What follows belongs to an exercise in optimizing a design on an open flow for small area, a short achievable clock period and few clock cycles; a production flow would make more cautious choices.
The RTL was checked by simulation tests, not by an equivalence proof against the original design.
Power and IR drop assume default switching activity.

==> flow/design.v <==
package adc_pkg;
	typedef struct packed {
		logic [8-1:0] frame;
		logic [8-1:0] ch0_a;
		logic [8-1:0] ch0_b;
		logic [8-1:0] ch1_a;
		logic [8-1:0] ch1_b;
	} lane_words_t;
	typedef struct packed {
		logic [16-1:0] ch0;
		logic [16-1:0] ch1;
	} sample_pair_t;
	typedef enum logic [1:0] {
		ALIGN_IDLE,
		ALIGN_CHECK,
		ALIGN_WAIT,
		ALIGN_LOCKED
	} align_state_e;
	typedef enum logic [1:0] {
		CAP_IDLE,
		CAP_RUN,
		CAP_DONE
	} cap_state_e;
endpackage
package host_pkg;
	typedef enum logic [1:0] {
		CMD_WRITE_CTRL,
		CMD_READ_STATUS,
		CMD_READ_SAMPLE
	} host_cmd_e;
	typedef struct packed {
		host_cmd_e cmd;
		logic [6-1:0] addr;
		logic [31:0] wdata;
	} host_req_t;
	typedef struct packed {
		logic [31:0] rdata;
	} host_rsp_t;
	typedef struct packed {
		logic adc_enable;
		logic capture_enable;
	} ctrl_t;
	typedef struct packed {
		logic frame_valid;
		logic [2:0] bitslip_count;
		logic [1:0] cap_state;   
		logic adc_enable;
		logic capture_enable;
	} status_t;
endpackage
`timescale 1ns/1ps
module adc_capture_top (
	input  logic        data_clk_div,
	input  logic        rst_n,
	input  logic [39:0] lanes,
	input  logic [39:0] host_req,
	input  logic        host_req_valid,
	output logic        host_ack,
	output logic [31:0] host_rsp
);
	localparam int DW = 2*16;
	localparam int N  = 64;
	localparam int AW = 6;
	function automatic logic [8-1:0] slip(input logic [8-1:0] b,
			input logic [2:0] n);
		logic [2*8-1:0] dbl;
		dbl = {b, b} >> n;
		slip = dbl[8-1:0];
	endfunction
	adc_pkg::lane_words_t lanes_s;
	host_pkg::host_req_t  req;
	assign lanes_s = lanes;
	assign req     = host_req;
	logic          ack;
	logic          adc_en, cap_en;
	logic [6:0]    cnt;           
	logic          cap_sh;        
	logic          sh;            
	logic [AW-1:0] pn;            
	logic          rd_q;          
	logic          st_q;          
	logic [7:0]    st_snap;       
	logic          frame_valid;
	logic [2:0]    bitslip;
	logic [DW-1:0] rsp;
	logic [DW*N-1:0] ring;
	logic is_wr, is_st, is_rd;
	logic cap_active, hit, ready, rise, arm, rd_ok, cap_sh_d, turn;
	assign is_wr = (req.cmd == 2'd0);
	assign is_st = (req.cmd == 2'd1);
	assign is_rd = (req.cmd == 2'd2);
	assign cap_active = cap_en & ~cnt[6];
	assign hit    = (req.addr == pn);
	assign rd_ok  = is_rd & ~cap_active;
	assign ready  = ~is_rd | cap_active | hit;
	assign rise   = host_req_valid & ~ack & ready;
	assign arm    = rise & is_wr & req.wdata[0] & ~cap_en;
	assign cap_sh_d = arm | (cap_en & (cnt < 7'd63));
	assign turn   = (ack & ~host_req_valid & rd_q) | (host_req_valid & ~ack & rd_ok & ~hit);
	logic [7:0] m;
	always_comb begin
		for (int s = 0; s < 8; s++)
			m[s] = (slip(lanes_s.frame, 3'(s)) == 8'b1111_0000);
	end
	always_ff @(posedge data_clk_div or negedge rst_n) begin
		if (!rst_n) begin
			frame_valid <= 1'b0;
			bitslip <= '0;
		end else begin
			frame_valid <= adc_en & (|m);
			bitslip <= adc_en ? {m[4] | m[5] | m[6] | m[7],
			                     m[2] | m[3] | m[6] | m[7],
			                     m[1] | m[3] | m[5] | m[7]} : 3'd0;
		end
	end
	always_ff @(posedge data_clk_div or negedge rst_n) begin
		if (!rst_n) begin
			ack <= 1'b0;
			adc_en <= 1'b0;
			cap_en <= 1'b0;
			cap_sh <= 1'b0;
			sh <= 1'b0;
			rd_q <= 1'b0;
			pn <= '0;
		end else begin
			ack <= host_req_valid & (ack | ready);
			if (rise & is_wr) begin
				adc_en <= req.wdata[1];
				cap_en <= req.wdata[0];
			end
			cap_sh <= cap_sh_d;
			sh <= cap_sh_d | turn;
			if (rise) begin
				rd_q <= rd_ok;
			end
			pn <= cap_sh_d ? '0 : (turn ? pn + 1'b1 : pn);
		end
	end
	always_ff @(posedge data_clk_div) begin
		if (arm)
			cnt <= '0;
		else if (cap_active)
			cnt <= cnt + 7'd1;
	end
	always_ff @(posedge data_clk_div) begin
		if (sh)
			ring <= {ring[DW*(N-1)-1:0],
			         cap_sh ? {slip(lanes_s.ch0_a, bitslip), slip(lanes_s.ch0_b, bitslip),
			                   slip(lanes_s.ch1_a, bitslip), slip(lanes_s.ch1_b, bitslip)}
			                : ring[DW*N-1 -: DW]};
	end
	host_pkg::status_t status;
	always_comb begin
		status.frame_valid = frame_valid;
		status.bitslip_count = bitslip;
		status.cap_state = ~cap_en ? 2'd0 : ((cnt[6] | (&cnt[5:0])) ? 2'd2 : 2'd1);
		status.adc_enable = adc_en;
		status.capture_enable = cap_en;
	end
	always_ff @(posedge data_clk_div) begin
		if (!ack) begin
			st_q <= is_st;
			st_snap <= status;
		end
	end
	always_ff @(posedge data_clk_div) begin
		if (ack ? rd_q : rd_ok)
			rsp <= sh ? ring[DW*(N-1)-1 -: DW] : ring[DW*N-1 -: DW];
		else if (ack)
			rsp <= st_q ? DW'(st_snap) : '0;
		else
			rsp <= is_st ? DW'(status) : '0;
	end
	assign host_ack = ack;
	assign host_rsp = rsp;
endmodule
==> flow/flow/run.sh <==
#!/bin/bash
# The standard layout, with the port buffers made from sky130_fd_sc_hd__buf_2
# instead of the cell buffer_ports picks by itself. Every port still gets its
# own buffer. make's full output goes to orfs_make.log; each ORFS step also
# keeps its own log under orfs/logs/.
set -euo pipefail
export BUFFER_PORTS_ARGS="-buffer_cell sky130_fd_sc_hd__buf_2"
bash standard.sh finish > orfs_make.log 2>&1
==> flow/standard.sh <==
#!/bin/bash
# synth_recipe.tcl (not shown) runs the flow's synth.tcl, then flattens the netlist and writes it again
# the make line also repeats each setting of config.mk as NAME=value (left out here)
make -C /OpenROAD-flow-scripts/flow DESIGN_CONFIG=/design/flow/config.mk WORK_HOME=/design/flow/orfs CLKGATE_MAP_FILE= SYNTH_SCRIPT=/design/flow/synth_recipe.tcl "${@:-finish}"
==> flow/config.mk <==
export PLATFORM = sky130hd
export DESIGN_NAME = adc_capture_top
export DESIGN_NICKNAME = adc_capture_top
export VERILOG_FILES = /design/flow/design.v
export SDC_FILE = /design/flow/constraint.sdc
export NUM_CORES = 4
export LEC_CHECK = 0
export CAP_MARGIN = 20
export CORE_MARGIN = 2
export CORE_UTILIZATION = 65
export CTS_CLUSTER_DIAMETER = 120
export CTS_CLUSTER_SIZE = 30
export SETUP_SLACK_MARGIN = 1.95
export SLEW_MARGIN = 20
==> flow/constraint.sdc <==
create_clock -name core_clock -period 4.0 [get_ports {data_clk_div}]
set_input_delay 0.8000 -clock core_clock [delete_from_list [all_inputs] [get_ports {data_clk_div}]]
set_output_delay 0.8000 -clock core_clock [all_outputs]
set_load 0.01 [all_outputs]
==> flow_summary.json, run 1 <==
{
  "crit_path_end_kind": "output port",
  "drc": 0,
  "die-area_um2": 104000,
  "cp.arrival_ns": 1.21,
  "first_iter_violations": 2316,
  "hpwl_mm": 39.7,
  "portBuffers": 85,
  "nFillCells": 5897,
  "first_pass_iters": 5,
  "max_cap_violations": 0,
  "yosysSeqAreaShare_pct": 95.9,
  "synth-async-reset-ratio_pct": 0.758,
  "synth-seq-cells": 2112,
  "ios": 116,
  "slowest_delay_ns": 0.42,
  "gp_congestion": 0.780,
  "grt_pass1_wl_mm": 122,
  "finalSetupViolCount": 0,
  "crit_chain": "buf_6",
  "overflow": 0,
  "reg2reg_depth": 4,
  "ys_warn_count": 1,
  "grt_use_met1_pct": 27.2,
  "grt_pass1_vias": 21155,
  "hold_buffers": 0,
  "antenna_found_initial": 6,
  "yosys-top-cells-area": "edfxtp_1, dfxtp_1, mux4_2, mux2i_1, dfrtp_1",
  "finalPower_mw": 39.9,
  "cts.sinks": 2112,
  "synth.distinct_cells": 42,
  "synth_ff_type": "edfxtp_1",
  "syn_area_per_cell_um2": 26.7,
  "crit_type": "flop to output port",
  "status": "timing/DRC/antenna clean",
  "clock-root-buffer": "clkbuf_16",
  "final_area_um2": 70900,
  "dp_cells": 3858,
  "grtUsageMet2_pct": 19.9,
  "yosys.area.top_type": "edfxtp_1",
  "start_kind": "flop",
  "dieHeight_um": 322,
  "clkLatencyLatePin_ns": 0.68,
  "via_per_inst": 5.60,
  "worstPathRequired_ns": 3.20,
  "wl_per_cell_um": 19.9,
  "h-tree-depth": 3,
  "clk_path_buf_depth": 3,
  "cts_tree": "built",
  "layout.nets": 2741,
  "fin_cells": 4006,
  "hold_slack_ns": 0.0704,
  "synth_top_area_share_pct": 94.1,
  "place_worst_setup_slack_ns": 1.28,
  "finalCriticalPeriod_ns": 2.01,
  "gr-max-usage-layer": "met1",
  "slew_violations": 0,
  "core_area_um2": 100000,
  "grtUsageMet3_pct": 2.35,
  "fin_crit_sh_pct": 50.3,
  "crit_slowest_cell": "dfrtp_2",
  "clk_pin_slew_ns": 0.11,
  "post-route-util_pct": 70.8,
  "post_dp_cell_area_um2": 68200,
  "cts_buffers": 80,
  "max_slew_margin_pct": 42.4,
  "synth_commonest_cells": "edfxtp_1, nor2_1, mux2i_1",
  "hold_path_class": "primary input to asynchronous set/reset pin",
  "cp.depth": 1,
  "setup_slack_ns": 1.99,
  "netlist_area_um2": 65600,
  "cp_num_buf_inv": 1,
  "synth_edf_count": 2057,
  "num_rows": 116,
  "grtUsageTotal_pct": 15.3,
  "crit_family": "flip-flops",
  "area_growth_pct": 7.95,
  "skew_ns": 0.0225,
  "grt_max_degree": 149,
  "initial_core_util_pct": 65.5,
  "via_count": 22429,
  "totalWireLength_mm": 79.7,
  "worst-path-max-fanout": 2,
  "final_layout_size_suffix_gt1_share_pct": 10.6,
  "synth_most_common_cell": "edfxtp_1",
  "hold_violations": 0,
  "total_leakage_power_nw": 22.2,
  "synth_cells": 2458,
  "die_x_um": 322,
  "ant_nets": 0,
  "final.setup.tns_ns": 0,
  "synth_nets": 2543,
  "fmax_mhz": 497,
  "power_density_nw_per_um2": 564,
  "tightest_slew_ns": 0.861,
  "rsz0062_at_grt": "yes",
  "vdd_drop_max_mv": 0.377
}
-- power breakdown --
group	internal, mW	total, mW	switching (mW)
logic	0.439	1.93	1.49
clock network	4.02	9.81	5.79
registers	27.5	28.2	0.738
-- path summary, 6_finish.rpt --
| path | from | endpoint | slack (ns) |
|---|---|---|---|
| max in group asynchronous | rst_n | bitslip[1] | 3.56 |
| min in group core_clock | lanes[39] | bitslip[2] | 0.35 |
| min reg2reg | ring[674] | ring[706] | 0.42 |
| max reg2reg | bitslip[0] | ring[29] | 2.01 |
| min | rst_n | rd_q | 0.07 |
| max | ack | host_ack | 1.99 |
-- sequential cells by signal, indices dropped and copies added (netlist names), 3 cells and up --
register and count:
ring 2048, rsp 32, pn 6, st_snap 8
cnt 7, bitslip 3
-- what timing repair did --
item,in CTS,in global routing
pin swaps,0,1
setup endpoints to repair,1282,9
gates resized for setup,11,5
buffers inserted,11,3
-- layout make-up --
cell class / count / area, µm² / area share (%)
antenna: 1 / 2.50 / 0.00353
clock buffer: 130 / 2300 / 3.24
clock inverter: 3 / 37.5 / 0.0530
inverter: 4 / 15.0 / 0.0212
multi-input combinational: 309 / 2560 / 3.62
sequential: 2112 / 63000 / 88.9
tap: 1298 / 1620 / 2.29
timing repair buffer: 149 / 1340 / 1.89
-- per-layer routing --
layer  wire, µm  vias up  share of wire, %
li1           -    10207                 -
met1      42500    11752                53
met2      32600      370                41
met3       3170      100               4.0
met4       1470        0               1.8
met5          0        -                 0
-- cell families after synthesis --
family	synth area share, %
AO/OA/AOI/OAI	0.686
XOR/XNOR	0.160
adder cells (fa/ha/maj)	0.0381
buffers and inverters	0.244
flip-flops	95.9
multiplexers	2.09
AND/OR/NAND/NOR	0.873
-- placed cells by master (no fill, tap or decap), types with 31 or more instances in the layout --
cell type / Yosys / final
a21oi_1: 48 / 48
buf_12: 0 / 31
buf_2: 11 / 83
buf_4: 0 / 32
clkbuf_1: 16 / 45
clkbuf_16: 0 / 85
dfxtp_1: 39 / 35
edfxtp_1: 2057 / 2057
mux2i_1: 64 / 64
mux4_2: 32 / 32
nor2_1: 67 / 67
Testbench counts, summed over its fixed seeds: cycles 9,504.
==> run 2: changes to the inputs <==
--- a/flow/config.mk
+++ b/flow/config.mk
@@ -8,7 +8,7 @@
 export CAP_MARGIN = 20
 export CORE_MARGIN = 2
-export CORE_UTILIZATION = 65
-export CTS_CLUSTER_DIAMETER = 120
-export CTS_CLUSTER_SIZE = 30
-export SETUP_SLACK_MARGIN = 1.95
+export CORE_UTILIZATION = 62
+export CTS_CLUSTER_DIAMETER = 90
+export CTS_CLUSTER_SIZE = 22
+export SETUP_SLACK_MARGIN = 1.97
 export SLEW_MARGIN = 20
==> flow_summary.json, run 2 <==
{
  "status": "timing/DRC/antenna clean",
  "yosys-top-cells-area": "edfxtp_1, dfxtp_1, mux4_2, mux2i_1, dfrtp_1",
  "cp.depth": 1,
  "drc": 0,
  "nFillCells": 6435,
  "tightest_slew_ns": 0.898,
  "first_pass_iters": 5,
  "finalSetupViolCount": 0,
  "synth-seq-cells": 2112,
  "rsz0062_at_grt": "yes",
  "skew_ns": 0.0202,
  "cts_buffers": 105,
  "ant_nets": 0,
  "portBuffers": 85,
  "synth-async-reset-ratio_pct": 0.758,
  "grt_max_degree": 165,
  "total_leakage_power_nw": 22.5,
  "hold_slack_ns": 0.0610,
  "power_density_nw_per_um2": 578,
  "max_cap_violations": 0,
  "setup_slack_ns": 1.99,
  "post_dp_cell_area_um2": 68200,
  "clk_pin_slew_ns": 0.09,
  "final_layout_size_suffix_gt1_share_pct": 11.5,
  "totalWireLength_mm": 81.9,
  "max_slew_margin_pct": 40.1,
  "hold_violations": 0,
  "synth_top_area_share_pct": 94.1,
  "h-tree-depth": 3,
  "regArea_um2": 63000,
  "synth_commonest_cells": "edfxtp_1, nor2_1, mux2i_1",
  "crit_path_end_kind": "output port",
  "reg.largest.list": "ring: 2048 flops, rsp: 32 flops, st_snap: 8 flops",
  "final_area_um2": 71500,
  "yosysSeqAreaShare_pct": 95.9,
  "antenna_found_initial": 4,
  "ios": 116,
  "cp.arrival_ns": 1.21,
  "initial_core_util_pct": 62.4,
  "cts.sinks": 2112,
  "hold_buffers": 0,
  "final_common_cell": "edfxtp_1",
  "slowest_delay_ns": 0.41,
  "die-area_um2": 108000,
  "cp_num_buf_inv": 1,
  "wl_per_cell_um": 19.7,
  "crit_type": "flop to output port",
  "netlist_area_um2": 65600,
  "core_area_um2": 105000,
  "crit_family": "flip-flops",
  "grt_pass1_wl_mm": 126,
  "area_growth_pct": 9.00,
  "first_iter_violations": 2470,
  "grtUsageTotal_pct": 15.1,
  "synth_most_common_cell": "edfxtp_1",
  "gp_congestion": 0.742,
  "via_count": 22756,
  "multi_input_area_um2": 2580,
  "die_x_um": 329,
  "hold_path_class": "primary input to asynchronous set/reset pin",
  "ys_warn_count": 1,
  "synth_nets": 2543,
  "via_per_inst": 5.49,
  "num_rows": 119,
  "worstPathRequired_ns": 3.20,
  "overflow": 0,
  "largest_register_ffs": 2048,
  "crit_slowest_cell": "dfrtp_2",
  "yosys.area.top_type": "edfxtp_1",
  "cts_tree": "built",
  "crit_chain": "buf_6",
  "slew_violations": 0,
  "synth_cells": 2458,
  "top_register": "ring",
  "fin_crit_sh_pct": 50.4,
  "clk_path_buf_depth": 3,
  "synth_ff_type": "edfxtp_1",
  "hpwl_mm": 40.8,
  "finalCriticalPeriod_ns": 2.01,
  "layout_common_cells": "edfxtp_1, clkbuf_16, buf_2",
  "layout.nets": 2760,
  "reg2reg_depth": 5,
  "clkLatencyLatePin_ns": 0.69,
  "syn_area_per_cell_um2": 26.7,
  "fmax_mhz": 496,
  "clock-root-buffer": "clkbuf_16",
  "vdd_drop_max_mv": 0.421,
  "dieHeight_um": 329,
  "grt_pass1_vias": 21875,
  "start_kind": "flop",
  "worst-path-max-fanout": 2,
  "synth.distinct_cells": 42,
  "final.setup.tns_ns": 0,
  "place_worst_setup_slack_ns": 1.27,
  "synth_edf_count": 2057
}
## run 2: cell count changes in the layout (fill, tap and decap cells not counted), sizes merged
| cell | change |
|---|---|
| buf | -6 |
| inv | -1 |
| clkbuf | +56 |
## run 2: cells by family after synthesis
family | after synthesis | synth area share (%)
buffers and inverters | 37 | 0.244
multiplexers | 97 | 2.09
AND/OR/NAND/NOR | 121 | 0.873
AO/OA/AOI/OAI | 77 | 0.686
flip-flops | 2112 | 95.9
XOR/XNOR | 12 | 0.160
adder cells (fa/ha/maj) | 2 | 0.0381
## run 2: metrics by stage
step / util, % / std cells / power [mW]
after global routing: 68.1 / 4147 / 43.1
after detailed placement: 64.9 / 3942 / 30.6
after floorplan: - / 2458 / 31.1
final: 68.1 / 4148 / 41.3
after CTS: 68.0 / 4142 / 41.9
after global placement: 64.9 / 3942 / 30.4
## run 2: cell type report
cell class,instances,share of cell area [%]
clock buffers,186,4.22
flip-flops and latches,2112,88.0
repair buffers,143,1.66
well taps,1391,2.43
clock inverters,2,0.0245
inverters,4,0.0210
diodes,1,0.00350
multi-input cells,309,3.61
## run 2: timing repair
item,4_1_cts,5_1_grt
endpoints found under the setup margin,905,20
resized for setup,20,10
buffers inserted,12,5
pin swaps,0,1
hold endpoints to repair,0,0
## run 2: where the power goes
group / internal [mW] / switching [mW] / total (mW)
Combinational: 0.386 / 1.48 / 1.86
Clock: 5.13 / 6.10 / 11.2
Sequential: 27.5 / 0.744 / 28.2
## run 2: worst paths after layout
| path | startpoint | end | slack, ns |
|---|---|---|---|
| worst max-delay path | ack | host_ack | 1.99 |
| min in group core_clock | lanes[39] | bitslip[2] | 0.35 |
| worst min register to register | ring[409] | ring[441] | 0.41 |
| worst max register to register | bitslip[0] | ring[13] | 2.06 |
| max in group asynchronous | rst_n | bitslip[0] | 3.56 |
| worst min-delay path | rst_n | rd_q | 0.06 |
## run 2: layer usage
metal | track usage, % | routed length, µm
met1 | 26.0 | 42400
met2 | 19.9 | 33700
met3 | 2.91 | 4390
met4 | 4.28 | 1510
met5 | 0 | 0
## run 2: worst reg2reg max path, stage by stage (launching register included)
cell and delay (ns):
dfrtp_4 0.45, buf_12 0.15, buf_16 0.17, mux4_2 0.53
mux2i_1 0.28, a21oi_1 0.11

## static timing again, ports no longer ideal
No port has a modelled driver above. Below, the same layouts with a new extraction and two added sets of constraints. Step 1: set_driving_cell puts a clkbuf_16 on data_clk_div and a buf_2 on each other input, an assumption about the parent block. Step 2 times the ports against the registers' clock, not the clock port: input delays grow and output delays shrink by t, the midpoint of the rising clock arrivals with the driver on. Slacks: no drivers / after step 1 / after step 2; pairs: no drivers / after step 1.
run | shift t [ns] | slack for setup (ns) | clock arrival spread, ns | slew at the worst register clock pin (ns)
run 1 | 0.736 | 1.987 / 1.916 / 1.656 | 0.025 / 0.025 | 0.11 / 0.11
run 2 | 0.746 | 1.986 / 1.916 / 1.475 | 0.026 / 0.025 | 0.09 / 0.09
After both steps setup and hold are still met in every run listed. The setup slack of run 2, which loses most, moves by -0.070 ns with the drivers and by -0.511 ns with both steps.
